This is an optimization exercise on Yosys and OpenROAD, whose aim is small area, a short achievable clock period and few clock cycles per item, not a production implementation. Only simulation tests tie the RTL to the original design; equivalence was not proved. Power and IR drop assume default switching activity.

$ cat flow/run.sh
#!/bin/bash
# synth_recipe.tcl (not shown) runs the flow's synth.tcl, then flattens the netlist and writes it again
# the make line also repeats each setting of config.mk as NAME=value (left out here)
make -C /OpenROAD-flow-scripts/flow DESIGN_CONFIG=/design/flow/config.mk WORK_HOME=/design/flow/orfs CLKGATE_MAP_FILE= SYNTH_SCRIPT=/design/flow/synth_recipe.tcl finish
$ cat flow/config.mk
export PLATFORM = sky130hd
export DESIGN_NAME = ooo_core
export DESIGN_NICKNAME = ooo_core
export VERILOG_FILES = /design/flow/design.v
export SDC_FILE = /design/flow/constraint.sdc
export NUM_CORES = 4
export LEC_CHECK = 0
export CAP_MARGIN = 20
export CORE_MARGIN = 2
export CORE_UTILIZATION = 40
export SLEW_MARGIN = 20
$ cat flow/constraint.sdc
create_clock -name core_clock -period 10.0 [get_ports {clock}]
set_input_delay 2.0000 -clock core_clock [delete_from_list [all_inputs] [get_ports {clock}]]
set_output_delay 2.0000 -clock core_clock [all_outputs]
set_load 0.01 [all_outputs]
$ cat flow/design.v
`default_nettype none
package isa_pkg;
	localparam int XLEN     = 32;   
	localparam int NUM_REGS = 16;   
	typedef logic [$clog2(NUM_REGS)-1:0] reg_idx_t;
	typedef enum logic [2:0] {
		OP_ADD = 3'd0,
		OP_SUB = 3'd1,
		OP_AND = 3'd2,
		OP_OR  = 3'd3,
		OP_XOR = 3'd4,
		OP_SLT = 3'd5,
		OP_MUL = 3'd6
	} opcode_t;
	typedef struct packed {
		opcode_t         op;
		reg_idx_t        rd;        
		reg_idx_t        rs1;
		reg_idx_t        rs2;
		logic            use_imm;   
		logic [XLEN-1:0] imm;
	} instr_t;
endpackage
`default_nettype wire
`default_nettype none
package core_pkg;
	localparam int XLEN     = 32;   
	localparam int ROB_SIZE = 8;   
	typedef logic [$clog2(ROB_SIZE)-1:0] rob_tag_t;
	typedef struct packed {
		logic                     ready;
		rob_tag_t                 tag;     
		logic [XLEN-1:0] value;
	} operand_t;
	typedef struct packed {
		logic [2:0]               op;      
		rob_tag_t                 tag;
		logic [XLEN-1:0] a;
		logic [XLEN-1:0] b;
	} issue_t;
	typedef struct packed {
		logic                     valid;
		rob_tag_t                 tag;
		logic [XLEN-1:0] value;
	} cdb_t;
	typedef struct packed {
		logic                     hit;     
		logic [XLEN-1:0] value;
	} rob_lookup_t;
endpackage
`default_nettype wire
`default_nettype none
module rename_table (
	input  wire                       clock,
	input  wire                       reset,
	input  wire isa_pkg::reg_idx_t    src1,
	input  wire isa_pkg::reg_idx_t    src2,
	output core_pkg::operand_t        op1,
	output core_pkg::operand_t        op2,
	input  wire                       alloc_en,
	input  wire isa_pkg::reg_idx_t    alloc_reg,
	input  wire core_pkg::rob_tag_t   alloc_tag,
	input  wire                       retire_en,
	input  wire isa_pkg::reg_idx_t    retire_reg,
	input  wire core_pkg::rob_tag_t   retire_tag,
	input  wire [isa_pkg::XLEN-1:0]   retire_value
);
	logic [isa_pkg::XLEN-1:0] regs [isa_pkg::NUM_REGS];      
	logic            pending [isa_pkg::NUM_REGS];   
	core_pkg::rob_tag_t        owner [isa_pkg::NUM_REGS];     
	assign op1 = {!pending[src1], owner[src1], regs[src1]};
	assign op2 = {!pending[src2], owner[src2], regs[src2]};
	always_ff @(posedge clock) begin
		if (reset) begin
			for (int i = 0; i < isa_pkg::NUM_REGS; i++) begin
				regs[i]    <= '0;
				pending[i] <= 1'b0;
				owner[i]   <= '0;
			end
		end else begin
			if (retire_en) begin
				regs[retire_reg] <= retire_value;
				if (owner[retire_reg] == retire_tag)
					pending[retire_reg] <= 1'b0;
			end
			if (alloc_en) begin   
				pending[alloc_reg] <= 1'b1;
				owner[alloc_reg]   <= alloc_tag;
			end
		end
	end
endmodule
`default_nettype wire
`default_nettype none
module reservation_station #(
	parameter int RS_DEPTH = 4
) (
	input  wire                        clock,
	input  wire                        reset,
	input  wire                        disp_en,
	input  wire isa_pkg::opcode_t      disp_op,
	input  wire core_pkg::rob_tag_t    disp_tag,
	input  wire core_pkg::operand_t    disp_a,
	input  wire core_pkg::operand_t    disp_b,
	input  wire core_pkg::rob_lookup_t look_a,
	input  wire core_pkg::rob_lookup_t look_b,
	input  wire core_pkg::cdb_t        cdb,
	output logic                       full,
	input  wire                        alu_busy,
	input  wire                        mul_busy,
	output core_pkg::issue_t           alu_issue,
	output core_pkg::issue_t           mul_issue,
	output logic                       alu_issue_valid,
	output logic                       mul_issue_valid
);
	localparam int IDX_W = (RS_DEPTH > 1) ? $clog2(RS_DEPTH) : 1;
	localparam int OPW = 1 + $clog2(core_pkg::ROB_SIZE) + isa_pkg::XLEN;   
	localparam int XW  = isa_pkg::XLEN;
	logic               e_valid [RS_DEPTH];
	isa_pkg::opcode_t   e_op    [RS_DEPTH];
	core_pkg::rob_tag_t e_tag   [RS_DEPTH];   
	logic [OPW-1:0]     e_a     [RS_DEPTH];   
	logic [OPW-1:0]     e_b     [RS_DEPTH];
	logic [IDX_W-1:0]   e_age   [RS_DEPTH];   
	logic [IDX_W-1:0]   next_age [RS_DEPTH];
	logic [IDX_W-1:0]   free_idx;
	logic [IDX_W-1:0]   alu_idx;
	logic [IDX_W-1:0]   mul_idx;
	logic [IDX_W-1:0]   alu_age;    
	logic [IDX_W-1:0]   mul_age;    
	logic               free_found;
	logic               alu_found;
	logic               mul_found;
	logic [OPW-1:0]     alu_a;
	logic [OPW-1:0]     alu_b;
	logic [OPW-1:0]     mul_a;
	logic [OPW-1:0]     mul_b;
	function automatic logic [OPW-1:0] wake(input logic [OPW-1:0] op, input logic [OPW-1:0] bus);
		logic [OPW-1:0] res;
		res = op;
		if (!op[OPW-1] && bus[OPW-1] && bus[OPW-2:XW] == op[OPW-2:XW]) begin
			res[OPW-1]  = 1'b1;
			res[XW-1:0] = bus[XW-1:0];
		end
		wake = res;
	endfunction
	function automatic logic [OPW-1:0] resolve(input logic [OPW-1:0] op, input logic [XW:0] look,
		input logic [OPW-1:0] bus);
		logic [OPW-1:0] res;
		res = op;
		if (!op[OPW-1] && look[XW]) begin
			res[OPW-1]  = 1'b1;
			res[XW-1:0] = look[XW-1:0];
		end
		resolve = wake(res, bus);
	endfunction
	always_comb begin
		free_found = 1'b0;
		free_idx   = '0;
		alu_found  = 1'b0;
		alu_idx    = '0;
		alu_age    = e_age[0];
		mul_found  = 1'b0;
		mul_idx    = '0;
		mul_age    = e_age[0];
		for (int i = RS_DEPTH - 1; i >= 0; i--) begin
			if (!e_valid[i]) begin   
				free_found = 1'b1;
				free_idx   = IDX_W'(i);
			end
		end
		for (int i = 0; i < RS_DEPTH; i++) begin
			if (e_valid[i] && e_a[i][OPW-1] && e_b[i][OPW-1]) begin
				if (e_op[i] == isa_pkg::OP_MUL) begin
					if (!mul_found || e_age[i] > mul_age) begin
						mul_found = 1'b1;
						mul_idx   = IDX_W'(i);
						mul_age   = e_age[i];
					end
				end else if (!alu_found || e_age[i] > alu_age) begin
					alu_found = 1'b1;
					alu_idx   = IDX_W'(i);
					alu_age   = e_age[i];
				end
			end
		end
	end
	assign full            = !free_found;
	assign alu_issue_valid = alu_found && !alu_busy;   
	assign mul_issue_valid = mul_found && !mul_busy;
	assign alu_a           = e_a[alu_idx];
	assign alu_b           = e_b[alu_idx];
	assign mul_a           = e_a[mul_idx];
	assign mul_b           = e_b[mul_idx];
	assign alu_issue       = {e_op[alu_idx], e_tag[alu_idx], alu_a[XW-1:0], alu_b[XW-1:0]};
	assign mul_issue       = {e_op[mul_idx], e_tag[mul_idx], mul_a[XW-1:0], mul_b[XW-1:0]};
	always_comb begin
		for (int i = 0; i < RS_DEPTH; i++) begin
			next_age[i] = e_age[i] + IDX_W'(disp_en);
			if (alu_issue_valid && e_age[i] > alu_age)
				next_age[i] = next_age[i] - 1'b1;
			if (mul_issue_valid && e_age[i] > mul_age)
				next_age[i] = next_age[i] - 1'b1;
		end
	end
	always_ff @(posedge clock) begin
		for (int i = 0; i < RS_DEPTH; i++) begin
			if (reset) begin
				e_valid[i] <= 1'b0;
				e_op[i]    <= isa_pkg::opcode_t'(3'd0);
				e_tag[i]   <= '0;
				e_a[i]     <= '0;
				e_b[i]     <= '0;
				e_age[i]   <= '0;
			end else begin
				e_a[i]   <= wake(e_a[i], cdb);   
				e_b[i]   <= wake(e_b[i], cdb);
				e_age[i] <= next_age[i];
				if (alu_issue_valid && alu_idx == IDX_W'(i))
					e_valid[i] <= 1'b0;
				if (mul_issue_valid && mul_idx == IDX_W'(i))
					e_valid[i] <= 1'b0;
				if (disp_en && free_idx == IDX_W'(i)) begin   
					e_valid[i] <= 1'b1;
					e_op[i]    <= disp_op;
					e_tag[i]   <= disp_tag;
					e_a[i]     <= resolve(disp_a, look_a, cdb);
					e_b[i]     <= resolve(disp_b, look_b, cdb);
					e_age[i]   <= '0;
				end
			end
		end
	end
endmodule
`default_nettype wire
`default_nettype none
module alu_unit (
	input  wire                   clock,
	input  wire                   reset,
	input  wire core_pkg::issue_t issue,
	input  wire                   issue_valid,
	input  wire                   grant,
	output logic                  busy,
	output core_pkg::cdb_t        request
);
	logic [isa_pkg::XLEN-1:0] result;
	always_comb begin
		case (issue.op)
			isa_pkg::OP_ADD:  result = issue.a + issue.b;
			isa_pkg::OP_SUB:  result = issue.a - issue.b;
			isa_pkg::OP_AND:  result = issue.a & issue.b;
			isa_pkg::OP_OR:   result = issue.a | issue.b;
			isa_pkg::OP_XOR:  result = issue.a ^ issue.b;
			isa_pkg::OP_SLT:  result = isa_pkg::XLEN'($signed(issue.a) < $signed(issue.b));
			default: result = '0;   
		endcase
	end
	assign busy = request.valid && !grant;
	always_ff @(posedge clock) begin
		if (reset) begin
			request <= '0;
		end else if (issue_valid) begin
			request <= {1'b1, issue.tag, result};   
		end else if (grant) begin
			request.valid <= 1'b0;
		end
	end
endmodule
`default_nettype wire
`default_nettype none
module multiplier_unit #(
	parameter int MUL_STAGES = 3
) (
	input  wire                   clock,
	input  wire                   reset,
	input  wire core_pkg::issue_t issue,
	input  wire                   issue_valid,
	input  wire                   grant,
	output logic                  busy,
	output core_pkg::cdb_t        request
);
	localparam int CHUNK = (isa_pkg::XLEN + MUL_STAGES - 1) / MUL_STAGES;   
	localparam int XW = isa_pkg::XLEN;
	logic               p_valid [MUL_STAGES];
	core_pkg::rob_tag_t p_tag   [MUL_STAGES];
	logic [XW-1:0]      p_a     [MUL_STAGES];   
	logic [XW-1:0]      p_b     [MUL_STAGES];   
	logic [XW-1:0]      p_acc   [MUL_STAGES];   
	assign busy = p_valid[MUL_STAGES-1] && !grant;
	assign request = {p_valid[MUL_STAGES-1], p_tag[MUL_STAGES-1], p_acc[MUL_STAGES-1]};   
	always_ff @(posedge clock) begin
		if (reset) begin
			for (int i = 0; i < MUL_STAGES; i++) begin
				p_valid[i] <= 1'b0;
				p_tag[i]   <= '0;
				p_a[i]     <= '0;
				p_b[i]     <= '0;
				p_acc[i]   <= '0;
			end
		end else if (!busy) begin
			p_valid[0] <= issue_valid;
			p_tag[0]   <= issue.tag;
			p_acc[0]   <= issue.a * XW'(issue.b[CHUNK-1:0]);
			p_a[0]     <= issue.a << CHUNK;
			p_b[0]     <= issue.b >> CHUNK;
			for (int i = 1; i < MUL_STAGES; i++) begin
				p_valid[i] <= p_valid[i-1];
				p_tag[i]   <= p_tag[i-1];
				p_acc[i]   <= p_acc[i-1] + p_a[i-1] * XW'(p_b[i-1][CHUNK-1:0]);
				p_a[i]     <= p_a[i-1] << CHUNK;
				p_b[i]     <= p_b[i-1] >> CHUNK;
			end
		end
	end
endmodule
`default_nettype wire
`default_nettype none
module cdb_arbiter (
	input  wire                 clock,
	input  wire                 reset,
	input  wire core_pkg::cdb_t alu_request,
	input  wire core_pkg::cdb_t mul_request,
	output logic                alu_grant,
	output logic                mul_grant,
	output core_pkg::cdb_t      cdb
);
	logic mul_first;   
	assign alu_grant = alu_request.valid && (!mul_request.valid || !mul_first);
	assign mul_grant = mul_request.valid && (!alu_request.valid || mul_first);
	always_comb begin
		if (alu_grant)
			cdb = alu_request;
		else if (mul_grant)
			cdb = mul_request;
		else
			cdb = '0;   
	end
	always_ff @(posedge clock) begin
		if (reset)
			mul_first <= 1'b0;
		else if (alu_request.valid && mul_request.valid)
			mul_first <= !mul_first;
	end
endmodule
`default_nettype wire
`default_nettype none
module reorder_buffer (
	input  wire                       clock,
	input  wire                       reset,
	input  wire                       alloc_en,
	input  wire isa_pkg::reg_idx_t    alloc_reg,
	output core_pkg::rob_tag_t        tail_tag,
	output logic                      full,
	input  wire core_pkg::rob_tag_t   query_a,
	input  wire core_pkg::rob_tag_t   query_b,
	output core_pkg::rob_lookup_t     look_a,
	output core_pkg::rob_lookup_t     look_b,
	input  wire core_pkg::cdb_t       cdb,
	output logic                      retire_en,
	output isa_pkg::reg_idx_t         retire_reg,
	output core_pkg::rob_tag_t        retire_tag,
	output logic [isa_pkg::XLEN-1:0]  retire_value,
	output logic                      commit_valid,
	output isa_pkg::reg_idx_t         commit_reg,
	output logic [isa_pkg::XLEN-1:0]  commit_value
);
	localparam int COUNT_W = $clog2(core_pkg::ROB_SIZE + 1);
	isa_pkg::reg_idx_t            dest [core_pkg::ROB_SIZE];     
	logic [isa_pkg::XLEN-1:0]     result [core_pkg::ROB_SIZE];   
	logic [core_pkg::ROB_SIZE-1:0] done;
	core_pkg::rob_tag_t            head;                
	core_pkg::rob_tag_t            tail;                
	logic [COUNT_W-1:0]  count;
	assign tail_tag = tail;
	assign full     = count == COUNT_W'(core_pkg::ROB_SIZE);
	assign look_a = {done[query_a], result[query_a]};
	assign look_b = {done[query_b], result[query_b]};
	assign retire_en    = count != '0 && done[head];
	assign retire_reg   = dest[head];
	assign retire_tag   = head;
	assign retire_value = result[head];
	always_ff @(posedge clock) begin
		if (reset) begin
			head         <= '0;
			tail         <= '0;
			count        <= '0;
			done         <= '0;
			commit_valid <= 1'b0;
			commit_reg   <= '0;
			commit_value <= '0;
		end else begin
			if (retire_en) begin
				done[head] <= 1'b0;
				head       <= head + 1'b1;
			end
			if (alloc_en) begin
				done[tail] <= 1'b0;   
				tail       <= tail + 1'b1;
			end
			if (cdb.valid)
				done[cdb.tag] <= 1'b1;
			count        <= count + COUNT_W'(alloc_en) - COUNT_W'(retire_en);
			commit_valid <= retire_en;   
			commit_reg   <= retire_reg;
			commit_value <= retire_value;
		end
	end
	always_ff @(posedge clock) begin
		if (alloc_en)
			dest[tail] <= alloc_reg;
		if (cdb.valid)
			result[cdb.tag] <= cdb.value;
	end
endmodule
`default_nettype wire
`default_nettype none
module ooo_core #(
	parameter int RS_DEPTH   = 4,
	parameter int MUL_STAGES = 3
) (
	input  wire                       clock,
	input  wire                       reset,
	input  wire                       in_valid,
	input  wire [47:0]                in_instr_bits,   
	output logic                      dispatch_ready,
	output logic                      commit_valid,
	output logic [3:0]                commit_reg,
	output logic [31:0]               commit_value
);
	isa_pkg::instr_t          in_instr;
	assign in_instr = isa_pkg::instr_t'(in_instr_bits);
	logic            dispatch_en;
	logic            rob_full;
	logic            rs_full;
	core_pkg::rob_tag_t        tail_tag;
	core_pkg::operand_t        op1;
	core_pkg::operand_t        op2;
	core_pkg::operand_t        op_b;           
	core_pkg::rob_lookup_t     look_a;
	core_pkg::rob_lookup_t     look_b;
	core_pkg::cdb_t            cdb;
	core_pkg::issue_t          alu_issue;
	core_pkg::issue_t          mul_issue;
	logic            alu_issue_valid;
	logic            mul_issue_valid;
	logic            alu_busy;
	logic            mul_busy;
	core_pkg::cdb_t            alu_request;
	core_pkg::cdb_t            mul_request;
	logic            alu_grant;
	logic            mul_grant;
	logic            retire_en;
	isa_pkg::reg_idx_t        retire_reg;
	core_pkg::rob_tag_t        retire_tag;
	logic [isa_pkg::XLEN-1:0] retire_value;
	assign dispatch_ready = !rob_full && !rs_full;
	assign dispatch_en    = in_valid && dispatch_ready;
	assign op_b           = in_instr.use_imm ? {1'b1, 3'b000, in_instr.imm} : op2;
	rename_table rename_table_0 (
		.clock        (clock),
		.reset        (reset),
		.src1         (in_instr.rs1),
		.src2         (in_instr.rs2),
		.op1          (op1),
		.op2          (op2),
		.alloc_en     (dispatch_en),
		.alloc_reg    (in_instr.rd),
		.alloc_tag    (tail_tag),
		.retire_en    (retire_en),
		.retire_reg   (retire_reg),
		.retire_tag   (retire_tag),
		.retire_value (retire_value)
	);
	reservation_station #(.RS_DEPTH(RS_DEPTH)) reservation_station_0 (
		.clock           (clock),
		.reset           (reset),
		.disp_en         (dispatch_en),
		.disp_op         (in_instr.op),
		.disp_tag        (tail_tag),
		.disp_a          (op1),
		.disp_b          (op_b),
		.look_a          (look_a),
		.look_b          (look_b),
		.cdb             (cdb),
		.full            (rs_full),
		.alu_busy        (alu_busy),
		.mul_busy        (mul_busy),
		.alu_issue       (alu_issue),
		.mul_issue       (mul_issue),
		.alu_issue_valid (alu_issue_valid),
		.mul_issue_valid (mul_issue_valid)
	);
	alu_unit alu_unit_0 (
		.clock       (clock),
		.reset       (reset),
		.issue       (alu_issue),
		.issue_valid (alu_issue_valid),
		.grant       (alu_grant),
		.busy        (alu_busy),
		.request     (alu_request)
	);
	multiplier_unit #(.MUL_STAGES(MUL_STAGES)) multiplier_unit_0 (
		.clock       (clock),
		.reset       (reset),
		.issue       (mul_issue),
		.issue_valid (mul_issue_valid),
		.grant       (mul_grant),
		.busy        (mul_busy),
		.request     (mul_request)
	);
	cdb_arbiter cdb_arbiter_0 (
		.clock       (clock),
		.reset       (reset),
		.alu_request (alu_request),
		.mul_request (mul_request),
		.alu_grant   (alu_grant),
		.mul_grant   (mul_grant),
		.cdb         (cdb)
	);
	reorder_buffer reorder_buffer_0 (
		.clock        (clock),
		.reset        (reset),
		.alloc_en     (dispatch_en),
		.alloc_reg    (in_instr.rd),
		.tail_tag     (tail_tag),
		.full         (rob_full),
		.query_a      (op1.tag),
		.query_b      (op2.tag),
		.look_a       (look_a),
		.look_b       (look_b),
		.cdb          (cdb),
		.retire_en    (retire_en),
		.retire_reg   (retire_reg),
		.retire_tag   (retire_tag),
		.retire_value (retire_value),
		.commit_valid (commit_valid),
		.commit_reg   (commit_reg),
		.commit_value (commit_value)
	);
endmodule
`default_nettype wire
==> qor.csv <==
metric;value;unit
async_reset_ff_share;0;%
wl_per_cell;27.1;um
ff2ff_path_depth;44;
skew;63.5;ps
drv_cap;0;
rr_endpoint;multiplier_unit_0.p_acc[0][24];
critPathRequiredTime;10720;ps
worst-path-max-fanout;24;
worstSetupStartpointType;flip-flop;
core_area;0.233;mm2
ys_ff_latch;1453;
slew_headroom;16.9;%
fp.dieW;488;um
drtAntennaViolNets;0;
initial_utilization;40.2;%
drive_gt1_share;14.2;%
tightest_slew;1240;ps
ys_seq_area_share;40.2;%
yosysWarnings;18;
finalMaxSlewViolations;0;
dr.pass1.iters;10;
cpPeakStageDelay;540;ps
hold_buffers;0;
synth_fp_nets;9718;
largestRegisters;rename_table_0.regs x512, reorder_buffer_0.result x256;
yosysTopAreaCell;edfxtp_1;
finalSetupViolations;0;
yosys-top-cells-area;edfxtp_1 (27%), mux4_2 (14%), dfxtp_1 (13%);
drc;0;
dp_hpwl;215000;um
grt_antenna_before_repair;6;
synth_cells;9019;
hold_class;reg -> reg;
nets;9510;
grt_overflow;0;
grt_max_degree;168;
synthFlopType;edfxtp_1;
ys_types;94;
largest_reg_flops;512;
whs_path_depth;2;
r2r_start;reservation_station_0.e_age[0][1];
grt_pass1_wl;478000;um
cts_max_path_buffers;3;
irDropWorstVdd;136;uV
final-hold-violation-count;0;
root_buffer;clkbuf_16;
port_buffers;88;
setup_tns;0;ps
grt_pass1_vias;72700;
syn_area_per_cell;10.4;um2
track_usage;26.8;%
vias;73800;
fillCellCount;21700;
fmaxAchievable;0.105;GHz
seq_area;0.0376;mm2
synth_top_area_share;27.2;%
top_register;rename_table_0.regs;
p_leak;0.0366;uW
whs_endpoint;multiplier_unit_0.p_acc[1][7];
crit_slowest_cell;fa_1;
cts_tree;built;
drt_iter0_markers;9316;
r2r_slack;430;ps
crit_arrival;10280;ps
syn_to_final_growth;11.1;%
htree_levels;4;
synth-edff-count;848;
setup_ws;433;ps
final_common_cell;nor2_1;
clock_latency;840;ps
clock-sinks;1453;
die_height;488;um
place_congestion;0.958;
fin_crit_sh;95.7;%
layout_min_cycle_time;9570;ps
multi_input_area;0.0522;mm2
synth_area;0.0935;mm2
critPathKind;reg -> reg;
hp-start;multiplier_unit_0.p_acc[1][7];
row_count;177;
cts.clk_slew.worst_paths;70;ps
die-area;0.238;mm2
ios;89;
viasPerCell;6.16;
status;complete, no violations;
cts_buffers;157;
place_ws;224;ps
power_density;153;mW/mm2
layout_common_cells;nor2_1 (1387), nand2_1 (983), edfxtp_1 (848);
crit_path_end_kind;flip-flop;
routed_wirelength;324000;um
through the flow:
stage                     hold WS (ps)  utilization, %  total power [uW]  cells  cell area, um2
after floorplan                    432               -              8850   9019           93800
after global placement             438            42.2              9820  11700           98100
after detailed placement           445            42.2              9870  11700           98200
after CTS                          455            44.5             15900  12000          104000
after global routing               470            44.7             16500  12000          104000
final                              452            44.7             15900  12000          104000
cell usage after synthesis, types with 39 or more instances:
master,count
edfxtp_1,848
xor2_1,39
o22ai_1,44
nor2b_1,84
o21bai_1,47
buf_2,62
a21oi_1,636
a31oi_1,41
buf_1,73
o211ai_1,59
and2_1,148
a222oi_1,63
fa_1,366
nor3_1,118
xnor2_1,154
a22oi_1,47
nor2_1,1395
o21a_1,82
clkbuf_1,582
o21ai_0,166
nand2_1,1000
mux4_2,568
mux2i_1,137
ha_1,282
inv_1,499
a211oi_1,405
a21o_1,83
dfxtp_1,605
logic make-up after synthesis:
group | after synthesis | synth area share [%]
AOI/OAI and AO/OA | 1851 | 13.0
xor gates and xnor gates | 198 | 1.93
adders and majority gates | 652 | 11.7
buffers and inverters | 1225 | 5.02
DFF | 1453 | 40.2
muxes | 709 | 15.2
and+or+nand+nor | 2931 | 13.1
power by group:
part	internal, uW	switching [uW]
registers	6530	218
clock network	3500	2610
logic	1190	1900
worst max-delay path, delay by kind of cell (launching register included):
| family | cells | cell delay (ps) |
|---|---|---|
| adder cells (fa/ha/maj) | 9 | 3640 |
| AO/OA/AOI/OAI | 20 | 3510 |
| XOR/XNOR | 1 | 160 |
| AND/OR/NAND/NOR | 6 | 710 |
| multiplexers | 1 | 350 |
| buffers and inverters | 7 | 750 |
| flip-flops | 1 | 320 |
worst max path at each step:
stage	startpoint	end	slack, ps	cells past startpoint
after CTS	reservation_station_0.e_age[0][1]	multiplier_unit_0.p_acc[0][30]	170	40
after global placement	reservation_station_0.e_age[0][1]	multiplier_unit_0.p_acc[0][30]	290	43
after floorplan	reservation_station_0.e_age[0][1]	multiplier_unit_0.p_acc[0][30]	30	51
final	reservation_station_0.e_age[0][1]	multiplier_unit_0.p_acc[0][24]	430	44
after global routing	reservation_station_0.e_age[0][1]	multiplier_unit_0.p_acc[0][30]	-9	44
after detailed placement	reservation_station_0.e_age[0][1]	multiplier_unit_0.p_acc[0][30]	220	43
cell type report:
type / count / share of cell area, %
clock inverter: 66 / 0.845
inverter: 506 / 1.83
clock buffer: 217 / 4.28
antenna: 2 / 0.00481
sequential: 1453 / 36.2
tap: 3043 / 3.66
timing repair buffer: 350 / 3.00
multi-input combinational: 6343 / 50.2
routing by layer:
metal  up-vias  part of all wire, %  wire length, um  GRT usage [%]
li1      31800                    -                -              -
met1     37100                   39           126000           35.3
met2      4155                   47           151000           43.1
met3       755                   10            32400           5.03
met4         6                  4.7            15200           11.4
met5         -                0.013               42              0
what timing repair did:
item	4_1_cts	5_1_grt
resized for setup	0	20
setup buffers	0	7
setup endpoints to repair	0	9
Testbench counts, summed over its fixed seeds: cycles 17,319, items 16,000.

## afterwards: timing with drivers on the ports
The results above use ideal ports. As a check the final layout listed here was re-extracted and re-timed, cells and wires unchanged.
Step 1 assumes that a clkbuf_16 drives the clock port and a buf_2 every other input.
Step 2, shift: input delay + t, output delay - t, t = (earliest + latest rising clock arrival at the registers) / 2. This alone moves slack from input paths to output paths.
Slacks: ideal ports / drivers / drivers and shift; pairs: ideal ports / drivers.
t, ns: 0.896
setup slack, ns: 0.433 / 0.433 / 0.433
worst register clock-pin slew, ns: 0.07 / 0.07
After both steps this run still meets setup and hold. The setup slack of this run moves by 0.000 ns with the drivers and by 0.000 ns with both steps.
